Source: an optimization exercise on an open RTL-to-GDS flow (aim: small area and a short achievable clock period). Production flows keep margins and buffers that such runs may drop.
Function was checked by simulation only, so behaviour that the tests miss may differ from the original.
Power is estimated from default activity; no workload was simulated.

build 81:
Design streebog_block_packer, start of the top module:
module streebog_block_packer #(
  parameter int IN_WIDTH  = 64,
  parameter int OUT_DEPTH = 2
) (
  input  logic                               clk_i,
  input  logic                               rstn_i,
  input  logic                               abort_i,
  input  logic [IN_WIDTH-1:0]                s_data_i,
  input  logic                               s_valid_i,
  output logic                               s_ready_o,
  input  logic                               s_last_i,
  input  logic [$clog2(IN_WIDTH/8+1)-1:0]    s_nbytes_i,
  output logic [511:0]                       m_data_o,
  output logic                               m_valid_o,
  input  logic                               m_ready_i,
  output logic                               m_last_o,
  output logic [9:0]                         m_last_len_o,
  output logic                               busy_o
);
Settings: LEC_CHECK=0, CAP_MARGIN=20, CORE_MARGIN=2, CORE_UTILIZATION=55, SETUP_SLACK_MARGIN=2.5, SLEW_MARGIN=20; clock period 5.5 ns.
run.sh (not shown) runs the stock make flow with config.mk's settings and CLKGATE_MAP_FILE= SYNTH_SCRIPT=/design/flow/synth_recipe.tcl, a recipe that flattens the netlist after the stock synthesis.
[inputs] build 34 vs build 81
Settings: SETUP_SLACK_MARGIN: 2.5 -> unset; CORE_UTILIZATION: 55 -> 40.
--- outcome ---
Taking build 81 as the reference, in build 34 total power shows an increase of 1.7%, final cell area excluding filler cells went up by 0.66%, minimum clock period rose by 1.23 ns, sequential share of layout area dropped 0.43 points.
The final layout from build 34, which completed every stage, passed the timing, DRC and antenna checks at the end of the flow.
Taking build 81 as the reference, in build 34 non-filler instance count after layout rose by 521; transition time at the pin with the least slew margin fell by 0.016 ns.
Global-route usage was higher in the run labelled build 81.
Diff build 81 -> build 34: routed length per instance fell by about 6%; clock power rose by about 4%.
Relative to build 34, the following input files were edited for build 71:
Settings: CORE_UTILIZATION changed from 40 to 55; SETUP_SLACK_MARGIN newly set to 1.5.
### Flow results
Looking only at worst clock skew, and setting everything else aside, the higher value of build 34 and build 71 goes to build 34.
In the reports for build 34 and build 71, the larger pin count of the biggest net entering global routing belongs to build 71.
Build 71: done, clean on timing, DRC and antenna
Build 71: wire length of the first global-routing pass is 3.9% lower than what build 34 reported.
Taking build 34 as the reference, in build 71 number of clock sinks stayed essentially flat, final core utilization rose by 18 points, sequential share of cell area rose by 0.73 points, total length of routed wires fell by about 5.5%, global-route usage rose by 6.9 points.
Comparing the two runs side by side, build 71 comes out behind build 34 on first-iteration detailed-routing DRC count.

========
The RTL this note starts from:
==> flow/design.v <==
package streebog_pkg;
  localparam int BLOCK_BITS = 512;
  localparam int LEN_W      = 10;
endpackage
module streebog_hsel (
  input  logic hold,
  input  logic sel_s,
  input  logic sel_p,
  input  logic h,
  input  logic s_n,
  input  logic p_n,
  output logic d
);
  assign d = ~((hold & ~h) | (sel_s & s_n) | (sel_p & p_n));
endmodule
module streebog_rdy (
  input  logic sl,
  input  logic m,
  input  logic nf_n,
  input  logic fr,
  input  logic nc,
  output logic y
);
  assign y = ~nf_n | (fr & m) | (nc & ~sl);
endmodule
module streebog_inv (
  input  logic a,
  output logic y
);
  assign y = ~a;
endmodule
module streebog_block_packer #(
  parameter int IN_WIDTH  = 64,
  parameter int OUT_DEPTH = 2
) (
  input  logic                               clk_i,
  input  logic                               rstn_i,
  input  logic                               abort_i,
  input  logic [IN_WIDTH-1:0]                s_data_i,
  input  logic                               s_valid_i,
  output logic                               s_ready_o,
  input  logic                               s_last_i,
  input  logic [$clog2(IN_WIDTH/8+1)-1:0]    s_nbytes_i,
  output logic [511:0]                       m_data_o,
  output logic                               m_valid_o,
  input  logic                               m_ready_i,
  output logic                               m_last_o,
  output logic [9:0]                         m_last_len_o,
  output logic                               busy_o
);
  logic [2:0]   cnt_q;
  logic         ready_q;
  logic         hd_v_q, sc_v_q;
  logic         rdy_full_q;  
  logic         rdy_fr_q;    
  logic         rdy_nc_q;    
  logic         s_rdy;
  logic         busy_q;
  logic [2:0]   cnt_d;
  logic         hd_v_d, sc_v_d;
  logic [447:0] asm_q;
  logic [511:0] hd_q, sc_q;    
  logic [6:0]   hd_len_q, sc_len_q;    
  logic         hd_last_q, sc_last_q;
  logic         s_last_n, s_last, m_ready_n, m_ready;
  logic         cnt7, closes, accept, push, pop, keep, clr;
  logic         hd_hold, hd_sc, hd_pd;
  logic [511:0] pd_n, hd_d;
  logic [7:0]   bm;         
  logic [63:0]  wd;         
  logic [3:0]   nb_eff;
  logic         pad_next;   
  logic [511:0] pd;         
  logic [6:0]   pd_len;
  logic         pd_last;
  streebog_inv u_last_inv (
    .a(s_last_i),
    .y(s_last_n)
  );
  assign s_last = ~s_last_n;
  streebog_inv u_ready_inv (
    .a(m_ready_i),
    .y(m_ready_n)
  );
  assign m_ready = ~m_ready_n;
  assign cnt7      = (cnt_q == 3'd7);
  assign closes    = s_last || cnt7;
  streebog_rdy u_rdy (
    .sl  (s_last_i),
    .m   (m_ready_i),
    .nf_n(rdy_full_q),
    .fr  (rdy_fr_q),
    .nc  (rdy_nc_q),
    .y   (s_ready_o)
  );
  assign s_rdy = ready_q && (!closes || !sc_v_q || m_ready);
  assign accept    = s_valid_i && s_rdy && !abort_i;
  assign push      = accept && closes;
  assign pop       = hd_v_q && m_ready && !abort_i;
  always_comb begin
    nb_eff = s_last ? s_nbytes_i : 4'd8;
    for (int j = 0; j < 8; j++) begin
      bm[j] = (nb_eff > 4'(j));
      for (int b = 0; b < 8; b++) wd[8*j+b] = s_data_i[8*j+b] && bm[j];
      if (nb_eff == 4'(j)) wd[8*j] = 1'b1;
    end
    pad_next = (nb_eff == 4'd8);
    for (int k = 0; k < 7; k++)
      pd[64*k +: 64] = asm_q[64*k +: 64] | (cnt_q == 3'(k) ? wd : 64'd0);
    pd[448 +: 64] = cnt7 ? wd : 64'd0;
    for (int k = 1; k < 8; k++)
      if (cnt_q == 3'(k - 1) && pad_next) pd[64*k] = 1'b1;
    pd_last = s_last;
    pd_len  = {cnt_q, 3'd0} + 7'(nb_eff);
  end
  always_comb begin
    cnt_d  = cnt_q;
    hd_v_d = hd_v_q;
    sc_v_d = sc_v_q;
    if (abort_i) begin
      cnt_d  = '0;
      hd_v_d = 1'b0;
      sc_v_d = 1'b0;
    end else begin
      if (accept) cnt_d = closes ? 3'd0 : cnt_q + 3'd1;
      if (push && !pop) begin
        hd_v_d = 1'b1;
        sc_v_d = hd_v_q;
      end else if (pop && !push) begin
        hd_v_d = sc_v_q;
        sc_v_d = 1'b0;
      end
    end
  end
  always_ff @(posedge clk_i or negedge rstn_i) begin
    if (!rstn_i) begin
      cnt_q   <= '0;
      ready_q <= 1'b0;
      hd_v_q  <= 1'b0;
      sc_v_q  <= 1'b0;
      busy_q  <= 1'b0;
    end else begin
      ready_q <= 1'b1;
      cnt_q   <= cnt_d;
      hd_v_q  <= hd_v_d;
      sc_v_q  <= sc_v_d;
      busy_q  <= (cnt_d != 3'd0) || hd_v_d;
    end
  end
  always_ff @(posedge clk_i or negedge rstn_i) begin
    if (!rstn_i) begin
      rdy_fr_q <= 1'b0;
      rdy_nc_q <= 1'b0;
    end else begin
      rdy_fr_q <= sc_v_d || (cnt_d == 3'd7);
      rdy_nc_q <= (cnt_d != 3'd7);
    end
  end
  always_ff @(posedge clk_i or negedge rstn_i) begin
    if (!rstn_i) rdy_full_q <= 1'b1;
    else         rdy_full_q <= sc_v_d;
  end
  assign keep = accept && !closes;
  assign clr  = !ready_q || abort_i || push;
  always_ff @(posedge clk_i) begin
    for (int k = 0; k < 7; k++)
      if (clr || cnt_q == 3'(k)) asm_q[64*k +: 64] <= keep ? s_data_i : 64'd0;
  end
  always_ff @(posedge clk_i) begin
    if (!sc_v_q || m_ready) begin
      sc_q      <= pd_n;    
      sc_len_q  <= pd_len;
      sc_last_q <= pd_last;
    end
    if (!hd_v_q || m_ready) begin
      hd_len_q  <= sc_v_q ? sc_len_q  : pd_len;
      hd_last_q <= sc_v_q ? sc_last_q : pd_last;
    end
  end
  assign hd_hold = hd_v_q && !m_ready;
  assign hd_sc   = !hd_hold && sc_v_q;
  assign hd_pd   = !hd_hold && !sc_v_q;
  assign pd_n    = ~pd;
  for (genvar i = 0; i < 512; i++) begin : g_hd
    streebog_hsel u_hsel (
      .hold (hd_hold),
      .sel_s(hd_sc),
      .sel_p(hd_pd),
      .h    (hd_q[i]),
      .s_n  (sc_q[i]),
      .p_n  (pd_n[i]),
      .d    (hd_d[i])
    );
  end
  always_ff @(posedge clk_i) hd_q <= hd_d;
  assign m_valid_o    = hd_v_q;
  assign m_data_o     = hd_q;
  assign m_last_len_o = {hd_len_q, 3'd0};
  assign m_last_o     = hd_last_q;
  assign busy_o       = busy_q;
endmodule
clock: 5.5 ns
lec_check: 0
cap_margin: 20
core_margin: 2
core_utilization: 55
cts_buf_list: sky130_fd_sc_hd__clkbuf_16
cts_cluster_diameter: 100
cts_cluster_size: 20
setup_slack_margin: 3.0
slew_margin: 20
standard.sh (not shown) runs the stock make flow with config.mk's settings and CLKGATE_MAP_FILE= SYNTH_SCRIPT=/design/flow/synth_recipe.tcl, a recipe that flattens the netlist after the stock synthesis.
==> flow/flow/run.sh <==
#!/bin/bash
# Layout flow: the standard ORFS flow (standard.sh) with three changes.
#  1. Synthesis keeps the bit-level helper modules streebog_hsel,
#     streebog_rdy and streebog_inv as black boxes; Yosys then fills them in
#     with the gates of flow/cells_map.v (an inverter and an a222oi per head
#     bit, nand3(nand2, nand2(inv)) for s_ready_o, and inverters that isolate
#     the other loads of s_last_i and m_ready_i). Every register comes from
#     the standard synthesis unchanged.
#  2. The port buffers of global placement are made as the smallest buffer
#     (timing repair still resizes any of them).
#  3. Pin placement keeps s_last_i, s_ready_o and m_ready_i together
#     (flow/io.tcl).
set -euo pipefail
export BUFFER_PORTS_ARGS="-buffer_cell sky130_fd_sc_hd__buf_1"
export SYNTH_BLACKBOXES="streebog_hsel streebog_rdy streebog_inv"
export PRE_IO_PLACEMENT_TCL="$PWD/flow/io.tcl"
R="$PWD/orfs/results/${FLOW_PLATFORM}/streebog_block_packer/base"
LIB="$FLOW_HOME/platforms/${FLOW_PLATFORM}/lib/sky130_fd_sc_hd__tt_025C_1v80.lib"

bash standard.sh "$R/1_2_yosys.v" > synth.log 2>&1
cp "$R/1_2_yosys.v" netlist_synth.v
yosys -p "read_liberty -lib -ignore_miss_func $LIB; read_verilog netlist_synth.v; techmap -map flow/cells_map.v; opt_clean -purge; stat -liberty $LIB; write_verilog -noattr -noexpr -nohex -nodec netlist_mapped.v" > map_cells.log 2>&1
cp netlist_mapped.v "$R/1_2_yosys.v"
bash standard.sh > standard_flow.log 2>&1
==> flow/flow/cells_map.v <==
// Gate-level bodies for the helper modules that synthesis keeps as black
// boxes (see run.sh). Same functions as in rtl/streebog_block_fifo.sv.
module streebog_hsel (hold, sel_s, sel_p, h, s_n, p_n, d);
  input hold, sel_s, sel_p, h, s_n, p_n;
  output d;
  wire h_n;
  sky130_fd_sc_hd__inv_1 u_inv (.A(h), .Y(h_n));
  sky130_fd_sc_hd__a222oi_1 u_aoi (.A1(hold), .A2(h_n), .B1(sel_s), .B2(s_n),
                                   .C1(sel_p), .C2(p_n), .Y(d));
endmodule

module streebog_rdy (sl, m, nf_n, fr, nc, y);
  input sl, m, nf_n, fr, nc;
  output y;
  wire t1, t2, sl_n;
  sky130_fd_sc_hd__nand2_1 u_t1 (.A(fr), .B(m), .Y(t1));
  sky130_fd_sc_hd__inv_1 u_sl (.A(sl), .Y(sl_n));
  sky130_fd_sc_hd__nand2_1 u_t2 (.A(sl_n), .B(nc), .Y(t2));
  sky130_fd_sc_hd__nand3_1 u_y (.A(t1), .B(t2), .C(nf_n), .Y(y));
endmodule

module streebog_inv (a, y);
  input a;
  output y;
  sky130_fd_sc_hd__inv_2 u_inv (.A(a), .Y(y));
endmodule
Other scripts of this flow, unchanged in this note and not shown: flow/flow/io.tcl
Edit:
--- a/flow/flow/run.sh
+++ b/flow/flow/run.sh
@@ -4,5 +4,5 @@
 #     streebog_rdy and streebog_inv as black boxes; Yosys then fills them in
 #     with the gates of flow/cells_map.v (an inverter and an a222oi per head
-#     bit, nand3(nand2, nand2(inv)) for s_ready_o, and inverters that isolate
+#     bit, nand3(nand2, nand2b) for s_ready_o, and inverters that isolate
 #     the other loads of s_last_i and m_ready_i). Every register comes from
 #     the standard synthesis unchanged.
--- a/flow/flow/cells_map.v
+++ b/flow/flow/cells_map.v
@@ -13,8 +13,7 @@
   input sl, m, nf_n, fr, nc;
   output y;
-  wire t1, t2, sl_n;
+  wire t1, t2;
   sky130_fd_sc_hd__nand2_1 u_t1 (.A(fr), .B(m), .Y(t1));
-  sky130_fd_sc_hd__inv_1 u_sl (.A(sl), .Y(sl_n));
-  sky130_fd_sc_hd__nand2_1 u_t2 (.A(sl_n), .B(nc), .Y(t2));
+  sky130_fd_sc_hd__nand2b_1 u_t2 (.A_N(sl), .B(nc), .Y(t2));
   sky130_fd_sc_hd__nand3_1 u_y (.A(t1), .B(t2), .C(nf_n), .Y(y));
 endmodule
- CORE_UTILIZATION: 55 -> 45
The new run went through all stages and came out clean.
Combinational power stays flat.
Cell area rose by 0.70%.
Maximum frequency came out lower by about 1%.
Via count drops by about 2%.
Edit:
- SETUP_SLACK_MARGIN: 3.0 -> 3.2
- The changed run produced a clean layout
- core utilization rises by 3.7 points
- register-to-register slack improved by 170 ps
- first-iteration DRC count falls slightly
- total power rises by a few percent
- critical path depth does not change
- non-clock buffer count rises by 70
- clock skew barely changes
- clock-buffer cell count is unchanged
- final cell count rises slightly
Edit:
--- a/flow/flow/run.sh
+++ b/flow/flow/run.sh
@@ -4,5 +4,5 @@
 #     streebog_rdy and streebog_inv as black boxes; Yosys then fills them in
 #     with the gates of flow/cells_map.v (an inverter and an a222oi per head
-#     bit, nand3(nand2, nand2b) for s_ready_o, and inverters that isolate
+#     bit, nand3(nand2, nand2(inv)) for s_ready_o, and inverters that isolate
 #     the other loads of s_last_i and m_ready_i). Every register comes from
 #     the standard synthesis unchanged.
--- a/flow/flow/cells_map.v
+++ b/flow/flow/cells_map.v
@@ -13,7 +13,8 @@
   input sl, m, nf_n, fr, nc;
   output y;
-  wire t1, t2;
+  wire t1, t2, sl_n;
   sky130_fd_sc_hd__nand2_1 u_t1 (.A(fr), .B(m), .Y(t1));
-  sky130_fd_sc_hd__nand2b_1 u_t2 (.A_N(sl), .B(nc), .Y(t2));
+  sky130_fd_sc_hd__inv_1 u_sl (.A(sl), .Y(sl_n));
+  sky130_fd_sc_hd__nand2_1 u_t2 (.A(sl_n), .B(nc), .Y(t2));
   sky130_fd_sc_hd__nand3_1 u_y (.A(t1), .B(t2), .C(nf_n), .Y(y));
 endmodule
- SETUP_SLACK_MARGIN: 3.2 -> 3.0
Global-route usage shrinks by 1.0 points; critical path depth grows by 1; die area hardly moves; hold slack gets worse by 3.3 ps; cell area decreases by a few percent; wire length decreases by a few percent; setup slack gets better by 3.9 ps; clock-buffer cell count went down by 1; total power drops by a few percent; via count goes down slightly.

## separate check: timing with driven ports
The flow's constraints put no driver on any port. The routed layouts listed below were extracted and timed again, unchanged, in two steps.
Step 1: set_driving_cell puts a clkbuf_16 on clk_i and a buf_2 on each other input, an assumption about the parent block.
Step 2, shift: input delay + t, output delay - t, t = (earliest + latest rising clock arrival at the registers) / 2. This alone moves slack from input paths to output paths.
Slacks: ideal / step 1 / step 2; pairs: ideal / step 1.
run	shift t [ns]	setup WS [ns]	worst register clock-pin slew, ns	worst slew at a driven data input, ns
build 81	0.816	2.427 / 2.352 / 1.745	0.06 / 0.06	0.16
build 34	0.861	1.193 / 1.162 / 0.899	0.06 / 0.06	0.13
build 71	0.819	1.553 / 1.476 / 1.147	0.07 / 0.07	0.14
the first run of note 2	0.738	2.917 / 2.825 / 2.211	0.09 / 0.09	0.16
the second run of note 2	0.748	2.890 / 2.801 / 2.210	0.09 / 0.09	0.16
the third run of note 2	0.754	2.891 / 2.789 / 2.402	0.10 / 0.10	0.15
the fourth run of note 2	0.766	2.895 / 2.791 / 2.215	0.09 / 0.09	0.20
After both steps every run listed still meets setup and hold. The setup slack of the first run of note 2, which loses most, moves by -0.092 ns with the drivers and by -0.706 ns with both steps.
